Context: an optimization exercise on an open-source flow, tuned for small area, a short achievable clock period and few clock cycles per item. The choices shown serve that exercise and are no tape-out recipe.
RTL that was checked went through simulation tests only; none was proved equivalent to the original.
No activity file was given, so power comes from the tool's default toggle rates.

==> job 8873 <==
==> flow/design.v (excerpt) <==
module multiplierTop (
	input logic clk,
	input logic reset,
	input logic inValid,
	output logic inReady,
	input logic [35:0] inOperands,
	output logic outValid,
	input logic outReady,
	output logic [35:0] outProduct
);
clock: 5.0 ns
lec_check: 0
cap_margin: 20
core_margin: 2
core_utilization: 40
cts_buf_list: sky130_fd_sc_hd__clkbuf_8
cts_cluster_size: 30
setup_slack_margin: 2.8
slew_margin: 20
run.sh (not shown) runs the stock make flow with config.mk's settings and CLKGATE_MAP_FILE= SYNTH_SCRIPT=/design/flow/synth_recipe.tcl, a recipe that flattens the netlist after the stock synthesis.
==> inputs of job 9171, as changes to job 8873 <==
- CTS_BUF_LIST: sky130_fd_sc_hd__clkbuf_8 -> unset
- CTS_CLUSTER_SIZE: 30 -> unset
==> qor summary <==
Max IR drop VDD: job 8873 230 µV; job 9171 296 µV
Capturing point of the worst reg2reg path: job 8873 prodReg[4][15]; job 9171 prodReg[4][20]
Via count: job 8873 12759; job 9171 12543
Number of cell instances on the worst register-to-register path: job 8873 10; job 9171 9
Internal Dissipation: job 8873 9.76 mW; job 9171 9.75 mW
Clock tree skew after final layout: job 8873 0.0353 ns; job 9171 0.0197 ns
Final Cycle Share: job 8873 46.7%; job 9171 47.4%
DRC marker count from the first detailed-route iteration: job 8873 823; job 9171 822
Core occupancy in the finished layout: job 8873 50.4%; job 9171 50.1%
Clock distribution area overhead in the final layout: job 8873 5.46%; job 9171 5.08%
Rel. slew slack: job 8873 66.3%; job 9171 66.2%
Run status: job 8873 complete, no violations; job 9171 complete, no violations
Static Leakage: job 8873 10.5 nW; job 9171 10.3 nW
Power per Cell Area: job 8873 569 nW/µm²; job 9171 569 nW/µm²
Maximum clock frequency: job 8873 428 MHz; job 9171 422 MHz
Layout buffer count excluding clock buffers: job 8873 254; job 9171 246
Relative area of non-clock buffer cells in the final design: job 8873 8.77%; job 9171 8.76%
Overall routed net length: job 8873 46700 µm; job 9171 47100 µm
Worst Hold Endpoint: job 8873 prodReg[6][11]; job 9171 prodReg[5][19]
Routed length on met3: job 8873 3130 µm; job 9171 3190 µm
Total of fill cells in the finished design: job 8873 4401; job 9171 4381
Number of combinational gates with multiple inputs: job 8873 840; job 9171 841
Startpoint of the most critical hold path: job 8873 prodReg[5][11]; job 9171 prodReg[4][19]
Pin slew with the least headroom to its limit: job 8873 0.491 ns; job 9171 0.492 ns
CP arrival: job 8873 2.70 ns; job 9171 2.69 ns
GRT met3 Usage: job 8873 3.63%; job 9171 3.85%
Sw Ratio: job 8873 34.0%; job 9171 33.7%
Testbench counts of job 8873, summed over its fixed seeds: cycles 32,048, items 32,000.
Testbench counts of job 9171, summed over its fixed seeds: cycles 32,048, items 32,000.

---

==> job 9936 <==
Another version of the RTL of multiplierTop (not shown whole).
## multiplierTop
module multiplierTop (
	input logic clk,
	input logic reset,
	input logic inValid,
	output logic inReady,
	input logic [35:0] inOperands,
	output logic outValid,
	input logic outReady,
	output logic [35:0] outProduct
);
Settings: LEC_CHECK=0, CAP_MARGIN=20, CORE_MARGIN=2, CORE_UTILIZATION=40, CTS_CLUSTER_DIAMETER=70, CTS_CLUSTER_SIZE=30, SETUP_SLACK_MARGIN=2.8, SLEW_MARGIN=20, TNS_END_PERCENT=0; clock period 5.0 ns.
==> inputs of job 3800, as changes to job 9936 <==
--- a/flow/design.v
+++ b/flow/design.v
@@ -483,17 +483,17 @@
 	wire w618;
 	wire w619;
 	wire w620;
 	wire w621;
 	wire w622;
 	wire w623;
 	wire w624;
 	wire w625;
-	wire [13:0] lo626;
+	wire [16:0] lo626;
 	reg r0_19;
 	reg r0_20;
 	reg r0_21;
 	reg r0_22;
 	reg r0_23;
 	reg r0_24;
 	reg r0_25;
 	reg r0_26;
@@ -687,19 +687,16 @@
 	reg r2_674;
 	reg r2_675;
 	reg r2_676;
 	reg r2_677;
 	reg r2_678;
 	reg r2_679;
 	reg r2_680;
 	reg r2_681;
-	reg r2_682;
-	reg r2_683;
-	reg r2_684;
 	assign w1 = ops[0];
 	assign w2 = ops[1] & ~ops[0];
 	assign w3 = ops[2] ^ ops[1];
 	assign w4 = (ops[3] & ~ops[2] & ~ops[1]) | (~ops[3] & ops[2] & ops[1]);
 	assign w5 = ops[4] ^ ops[3];
 	assign w6 = (ops[5] & ~ops[4] & ~ops[3]) | (~ops[5] & ops[4] & ops[3]);
 	assign w7 = ops[6] ^ ops[5];
 	assign w8 = (ops[7] & ~ops[6] & ~ops[5]) | (~ops[7] & ops[6] & ops[5]);
@@ -1167,17 +1164,17 @@
 	assign w618 = r1_497 ^ r1_498;
 	assign w619 = r1_497 & r1_498;
 	assign w620 = r1_499 ^ r1_500 ^ r1_501;
 	assign w621 = (r1_499 & r1_500) | (r1_499 & r1_501) | (r1_500 & r1_501);
 	assign w622 = r1_502 ^ r1_503;
 	assign w623 = r1_502 & r1_503;
 	assign w624 = 1'b1 ^ r1_505;
 	assign w625 = 1'b1 & r1_505;
-	assign lo626 = {1'b0, w529, w525, w522, w518, w515, w513, w511, w509, r1_412, r1_409, r1_408, r1_407, r1_405} + {1'b0, w532, w528, w524, w520, w516, w514, w512, w510, w508, 1'b0, 1'b0, 1'b0, r1_406};
+	assign lo626 = {1'b0, w545, w542, w536, w529, w525, w522, w518, w515, w513, w511, w509, r1_412, r1_409, r1_408, r1_407, r1_405} + {1'b0, w550, w544, w538, w532, w528, w524, w520, w516, w514, w512, w510, w508, 1'b0, 1'b0, 1'b0, r1_406};
 	always @(posedge clk) begin
 		if (en[0]) begin
 			r0_19 <= ops[18];
 			r0_20 <= ops[19];
 			r0_21 <= ops[20];
 			r0_22 <= ops[21];
 			r0_23 <= ops[22];
 			r0_24 <= ops[23];
@@ -1340,66 +1337,63 @@
 			r2_633 <= lo626[6];
 			r2_634 <= lo626[7];
 			r2_635 <= lo626[8];
 			r2_636 <= lo626[9];
 			r2_637 <= lo626[10];
 			r2_638 <= lo626[11];
 			r2_639 <= lo626[12];
 			r2_640 <= lo626[13];
-			r2_641 <= w536;
-			r2_642 <= w538;
-			r2_643 <= w542;
-			r2_644 <= w544;
-			r2_645 <= w545;
-			r2_646 <= w550;
-			r2_647 <= w551;
-			r2_648 <= w556;
-			r2_649 <= w557;
-			r2_650 <= w562;
-			r2_651 <= w563;
-			r2_652 <= w568;
-			r2_653 <= w574;
-			r2_654 <= w569;
-			r2_655 <= w575;
-			r2_656 <= w580;
-			r2_657 <= w586;
-			r2_658 <= w581;
-			r2_659 <= w587;
-			r2_660 <= w592;
-			r2_661 <= w598;
-			r2_662 <= w593;
-			r2_663 <= w599;
-			r2_664 <= w602;
-			r2_665 <= w606;
-			r2_666 <= w603;
-			r2_667 <= w607;
-			r2_668 <= w610;
-			r2_669 <= w614;
-			r2_670 <= w611;
-			r2_671 <= w615;
-			r2_672 <= w616;
-			r2_673 <= w618;
-			r2_674 <= w617;
-			r2_675 <= w619;
-			r2_676 <= w620;
-			r2_677 <= w622;
-			r2_678 <= w621;
-			r2_679 <= r1_504;
-			r2_680 <= w623;
-			r2_681 <= r1_506;
-			r2_682 <= w624;
-			r2_683 <= r1_507;
-			r2_684 <= w625;
+			r2_641 <= lo626[14];
+			r2_642 <= lo626[15];
+			r2_643 <= lo626[16];
+			r2_644 <= w551;
+			r2_645 <= w556;
+			r2_646 <= w557;
+			r2_647 <= w562;
+			r2_648 <= w563;
+			r2_649 <= w568;
+			r2_650 <= w574;
+			r2_651 <= w569;
+			r2_652 <= w575;
+			r2_653 <= w580;
+			r2_654 <= w586;
+			r2_655 <= w581;
+			r2_656 <= w587;
+			r2_657 <= w592;
+			r2_658 <= w598;
+			r2_659 <= w593;
+			r2_660 <= w599;
+			r2_661 <= w602;
+			r2_662 <= w606;
+			r2_663 <= w603;
+			r2_664 <= w607;
+			r2_665 <= w610;
+			r2_666 <= w614;
+			r2_667 <= w611;
+			r2_668 <= w615;
+			r2_669 <= w616;
+			r2_670 <= w618;
+			r2_671 <= w617;
+			r2_672 <= w619;
+			r2_673 <= w620;
+			r2_674 <= w622;
+			r2_675 <= w621;
+			r2_676 <= r1_504;
+			r2_677 <= w623;
+			r2_678 <= r1_506;
+			r2_679 <= w624;
+			r2_680 <= r1_507;
+			r2_681 <= w625;
 		end
 	end
-	wire [22:0] hiA = {1'b1, r2_683, r2_681, r2_679, r2_677, r2_675, r2_673, r2_671, r2_669, r2_667, r2_665, r2_663, r2_661, r2_659, r2_657, r2_655, r2_653, r2_651, r2_649, r2_647, r2_645, r2_643, r2_641};
-	wire [22:0] hiB = {1'b0, r2_684, r2_682, r2_680, r2_678, r2_676, r2_674, r2_672, r2_670, r2_668, r2_666, r2_664, r2_662, r2_660, r2_658, r2_656, r2_654, r2_652, r2_650, r2_648, r2_646, r2_644, r2_642};
-	wire [23:0] hiSum = {hiA, 1'b1} + {hiB, r2_640};
-	assign prod = {hiSum[23:1], r2_639, r2_638, r2_637, r2_636, r2_635, r2_634, r2_633, r2_632, r2_631, r2_630, r2_629, r2_628, r2_627};
+	wire [19:0] hiA = {1'b1, r2_680, r2_678, r2_676, r2_674, r2_672, r2_670, r2_668, r2_666, r2_664, r2_662, r2_660, r2_658, r2_656, r2_654, r2_652, r2_650, r2_648, r2_646, r2_644};
+	wire [19:0] hiB = {1'b0, r2_681, r2_679, r2_677, r2_675, r2_673, r2_671, r2_669, r2_667, r2_665, r2_663, r2_661, r2_659, r2_657, r2_655, r2_653, r2_651, r2_649, r2_647, r2_645};
+	wire [20:0] hiSum = {hiA, 1'b1} + {hiB, r2_643};
+	assign prod = {hiSum[20:1], r2_642, r2_641, r2_640, r2_639, r2_638, r2_637, r2_636, r2_635, r2_634, r2_633, r2_632, r2_631, r2_630, r2_629, r2_628, r2_627};
 endmodule
 `default_nettype wire
 `default_nettype none
 module multiplierTop (
 	input logic clk,
 	input logic reset,
 	input logic inValid,
 	output logic inReady,
==> flow/config.mk (replaced) <==
export PLATFORM = sky130hd
export DESIGN_NAME = multiplierTop
export DESIGN_NICKNAME = multiplierTop
export VERILOG_FILES = /design/flow/design.v
export SDC_FILE = /design/flow/constraint.sdc
export NUM_CORES = 4
export LEC_CHECK = 0
export CAP_MARGIN = 20
export CORE_MARGIN = 2
export CORE_UTILIZATION = 40
export SETUP_SLACK_MARGIN = 2.8
export SLEW_MARGIN = 20
==> inputs of job 935, as changes to job 9936 <==
--- a/flow/design.v
+++ b/flow/design.v
@@ -483,17 +483,17 @@
 	wire w618;
 	wire w619;
 	wire w620;
 	wire w621;
 	wire w622;
 	wire w623;
 	wire w624;
 	wire w625;
-	wire [13:0] lo626;
+	wire [8:0] lo626;
 	reg r0_19;
 	reg r0_20;
 	reg r0_21;
 	reg r0_22;
 	reg r0_23;
 	reg r0_24;
 	reg r0_25;
 	reg r0_26;
@@ -690,16 +690,21 @@
 	reg r2_677;
 	reg r2_678;
 	reg r2_679;
 	reg r2_680;
 	reg r2_681;
 	reg r2_682;
 	reg r2_683;
 	reg r2_684;
+	reg r2_685;
+	reg r2_686;
+	reg r2_687;
+	reg r2_688;
+	reg r2_689;
 	assign w1 = ops[0];
 	assign w2 = ops[1] & ~ops[0];
 	assign w3 = ops[2] ^ ops[1];
 	assign w4 = (ops[3] & ~ops[2] & ~ops[1]) | (~ops[3] & ops[2] & ops[1]);
 	assign w5 = ops[4] ^ ops[3];
 	assign w6 = (ops[5] & ~ops[4] & ~ops[3]) | (~ops[5] & ops[4] & ops[3]);
 	assign w7 = ops[6] ^ ops[5];
 	assign w8 = (ops[7] & ~ops[6] & ~ops[5]) | (~ops[7] & ops[6] & ops[5]);
@@ -1167,17 +1172,17 @@
 	assign w618 = r1_497 ^ r1_498;
 	assign w619 = r1_497 & r1_498;
 	assign w620 = r1_499 ^ r1_500 ^ r1_501;
 	assign w621 = (r1_499 & r1_500) | (r1_499 & r1_501) | (r1_500 & r1_501);
 	assign w622 = r1_502 ^ r1_503;
 	assign w623 = r1_502 & r1_503;
 	assign w624 = 1'b1 ^ r1_505;
 	assign w625 = 1'b1 & r1_505;
-	assign lo626 = {1'b0, w529, w525, w522, w518, w515, w513, w511, w509, r1_412, r1_409, r1_408, r1_407, r1_405} + {1'b0, w532, w528, w524, w520, w516, w514, w512, w510, w508, 1'b0, 1'b0, 1'b0, r1_406};
+	assign lo626 = {1'b0, w513, w511, w509, r1_412, r1_409, r1_408, r1_407, r1_405} + {1'b0, w514, w512, w510, w508, 1'b0, 1'b0, 1'b0, r1_406};
 	always @(posedge clk) begin
 		if (en[0]) begin
 			r0_19 <= ops[18];
 			r0_20 <= ops[19];
 			r0_21 <= ops[20];
 			r0_22 <= ops[21];
 			r0_23 <= ops[22];
 			r0_24 <= ops[23];
@@ -1335,71 +1340,76 @@
 			r2_628 <= lo626[1];
 			r2_629 <= lo626[2];
 			r2_630 <= lo626[3];
 			r2_631 <= lo626[4];
 			r2_632 <= lo626[5];
 			r2_633 <= lo626[6];
 			r2_634 <= lo626[7];
 			r2_635 <= lo626[8];
-			r2_636 <= lo626[9];
-			r2_637 <= lo626[10];
-			r2_638 <= lo626[11];
-			r2_639 <= lo626[12];
-			r2_640 <= lo626[13];
-			r2_641 <= w536;
-			r2_642 <= w538;
-			r2_643 <= w542;
-			r2_644 <= w544;
-			r2_645 <= w545;
-			r2_646 <= w550;
-			r2_647 <= w551;
-			r2_648 <= w556;
-			r2_649 <= w557;
-			r2_650 <= w562;
-			r2_651 <= w563;
-			r2_652 <= w568;
-			r2_653 <= w574;
-			r2_654 <= w569;
-			r2_655 <= w575;
-			r2_656 <= w580;
-			r2_657 <= w586;
-			r2_658 <= w581;
-			r2_659 <= w587;
-			r2_660 <= w592;
-			r2_661 <= w598;
-			r2_662 <= w593;
-			r2_663 <= w599;
-			r2_664 <= w602;
-			r2_665 <= w606;
-			r2_666 <= w603;
-			r2_667 <= w607;
-			r2_668 <= w610;
-			r2_669 <= w614;
-			r2_670 <= w611;
-			r2_671 <= w615;
-			r2_672 <= w616;
-			r2_673 <= w618;
-			r2_674 <= w617;
-			r2_675 <= w619;
-			r2_676 <= w620;
-			r2_677 <= w622;
-			r2_678 <= w621;
-			r2_679 <= r1_504;
-			r2_680 <= w623;
-			r2_681 <= r1_506;
-			r2_682 <= w624;
-			r2_683 <= r1_507;
-			r2_684 <= w625;
+			r2_636 <= w515;
+			r2_637 <= w516;
+			r2_638 <= w518;
+			r2_639 <= w520;
+			r2_640 <= w522;
+			r2_641 <= w524;
+			r2_642 <= w525;
+			r2_643 <= w528;
+			r2_644 <= w529;
+			r2_645 <= w532;
+			r2_646 <= w536;
+			r2_647 <= w538;
+			r2_648 <= w542;
+			r2_649 <= w544;
+			r2_650 <= w545;
+			r2_651 <= w550;
+			r2_652 <= w551;
+			r2_653 <= w556;
+			r2_654 <= w557;
+			r2_655 <= w562;
+			r2_656 <= w563;
+			r2_657 <= w568;
+			r2_658 <= w574;
+			r2_659 <= w569;
+			r2_660 <= w575;
+			r2_661 <= w580;
+			r2_662 <= w586;
+			r2_663 <= w581;
+			r2_664 <= w587;
+			r2_665 <= w592;
+			r2_666 <= w598;
+			r2_667 <= w593;
+			r2_668 <= w599;
+			r2_669 <= w602;
+			r2_670 <= w606;
+			r2_671 <= w603;
+			r2_672 <= w607;
+			r2_673 <= w610;
+			r2_674 <= w614;
+			r2_675 <= w611;
+			r2_676 <= w615;
+			r2_677 <= w616;
+			r2_678 <= w618;
+			r2_679 <= w617;
+			r2_680 <= w619;
+			r2_681 <= w620;
+			r2_682 <= w622;
+			r2_683 <= w621;
+			r2_684 <= r1_504;
+			r2_685 <= w623;
+			r2_686 <= r1_506;
+			r2_687 <= w624;
+			r2_688 <= r1_507;
+			r2_689 <= w625;
 		end
 	end
-	wire [22:0] hiA = {1'b1, r2_683, r2_681, r2_679, r2_677, r2_675, r2_673, r2_671, r2_669, r2_667, r2_665, r2_663, r2_661, r2_659, r2_657, r2_655, r2_653, r2_651, r2_649, r2_647, r2_645, r2_643, r2_641};
-	wire [22:0] hiB = {1'b0, r2_684, r2_682, r2_680, r2_678, r2_676, r2_674, r2_672, r2_670, r2_668, r2_666, r2_664, r2_662, r2_660, r2_658, r2_656, r2_654, r2_652, r2_650, r2_648, r2_646, r2_644, r2_642};
-	wire [23:0] hiSum = {hiA, 1'b1} + {hiB, r2_640};
-	assign prod = {hiSum[23:1], r2_639, r2_638, r2_637, r2_636, r2_635, r2_634, r2_633, r2_632, r2_631, r2_630, r2_629, r2_628, r2_627};
+	wire [27:0] hiA = {1'b1, r2_688, r2_686, r2_684, r2_682, r2_680, r2_678, r2_676, r2_674, r2_672, r2_670, r2_668, r2_666, r2_664, r2_662, r2_660, r2_658, r2_656, r2_654, r2_652, r2_650, r2_648, r2_646, r2_644, r2_642, r2_640, r2_638, r2_636};
+	wire [27:0] hiB = {1'b0, r2_689, r2_687, r2_685, r2_683, r2_681, r2_679, r2_677, r2_675, r2_673, r2_671, r2_669, r2_667, r2_665, r2_663, r2_661, r2_659, r2_657, r2_655, r2_653, r2_651, r2_649, r2_647, r2_645, r2_643, r2_641, r2_639, r2_637};
+	wire [28:0] hiSum = {hiA, 1'b1} + {hiB, r2_635};
+	assign prod = {hiSum[28:1], r2_634, r2_633, r2_632, r2_631, r2_630, r2_629, r2_628, r2_627};
 endmodule
 `default_nettype wire
 `default_nettype none
 module multiplierTop (
 	input logic clk,
 	input logic reset,
 	input logic inValid,
 	output logic inReady,
==> flow/config.mk (replaced) <==
export PLATFORM = sky130hd
export DESIGN_NAME = multiplierTop
export DESIGN_NICKNAME = multiplierTop
export VERILOG_FILES = /design/flow/design.v
export SDC_FILE = /design/flow/constraint.sdc
export NUM_CORES = 4
export LEC_CHECK = 0
export CAP_MARGIN = 20
export CORE_MARGIN = 2
export CORE_UTILIZATION = 40
export SETUP_SLACK_MARGIN = 2.8
export SLEW_MARGIN = 20
==> results.txt <==
Between job 3800 and job 935, the lower utilization is in job 3800 (gap 0.81 points). Clock power, lowest first: job 9936, job 935, job 3800. Global-route usage, highest first: job 935, job 3800, job 9936. Of job 3800 and job 9936, job 3800 has the higher critical path depth (gap 1). The lowest worst hold slack belongs to job 9936, the highest to job 3800. Of job 9936 and job 3800, job 3800 has the higher power (gap about 19%, measured against job 3800). Against job 9936, the combinational power of job 935 is larger by about 11%.
No functional check of the RTL was part of any run of this note.

## re-timing with driven ports
The results above use ideal ports. As a check the final layouts listed here were re-extracted and re-timed, cells and wires unchanged.
Step 1 sets driving cells, clkbuf_16 on the clock port and buf_2 on the other inputs (assumed; they add their load-dependent delay and slew).
Step 2 also shifts input and output timing later by t, the mid clock arrival at the registers, as if the neighbouring blocks saw the same clock.
Three values: ideal ports, drivers, drivers and shift; two values: the first two.
| run | shift t [ns] | setup WS [ns] | latest minus earliest clock arrival (ns) |
|---|---|---|---|
| job 8873 | 0.667 | 2.666 / 2.666 / 2.232 | 0.036 / 0.035 |
| job 9171 | 0.617 | 2.628 / 2.628 / 2.231 | 0.021 / 0.021 |
| job 9936 | 0.603 | 2.588 / 2.550 / 2.054 | 0.033 / 0.033 |
| job 3800 | 0.589 | 2.452 / 2.452 / 2.452 | 0.028 / 0.027 |
| job 935 | 0.603 | 2.541 / 2.541 / 2.329 | 0.022 / 0.021 |
After both steps setup and hold are still met in every run listed. The setup slack of job 9936, which loses most, moves by -0.038 ns with the drivers and by -0.534 ns with both steps.
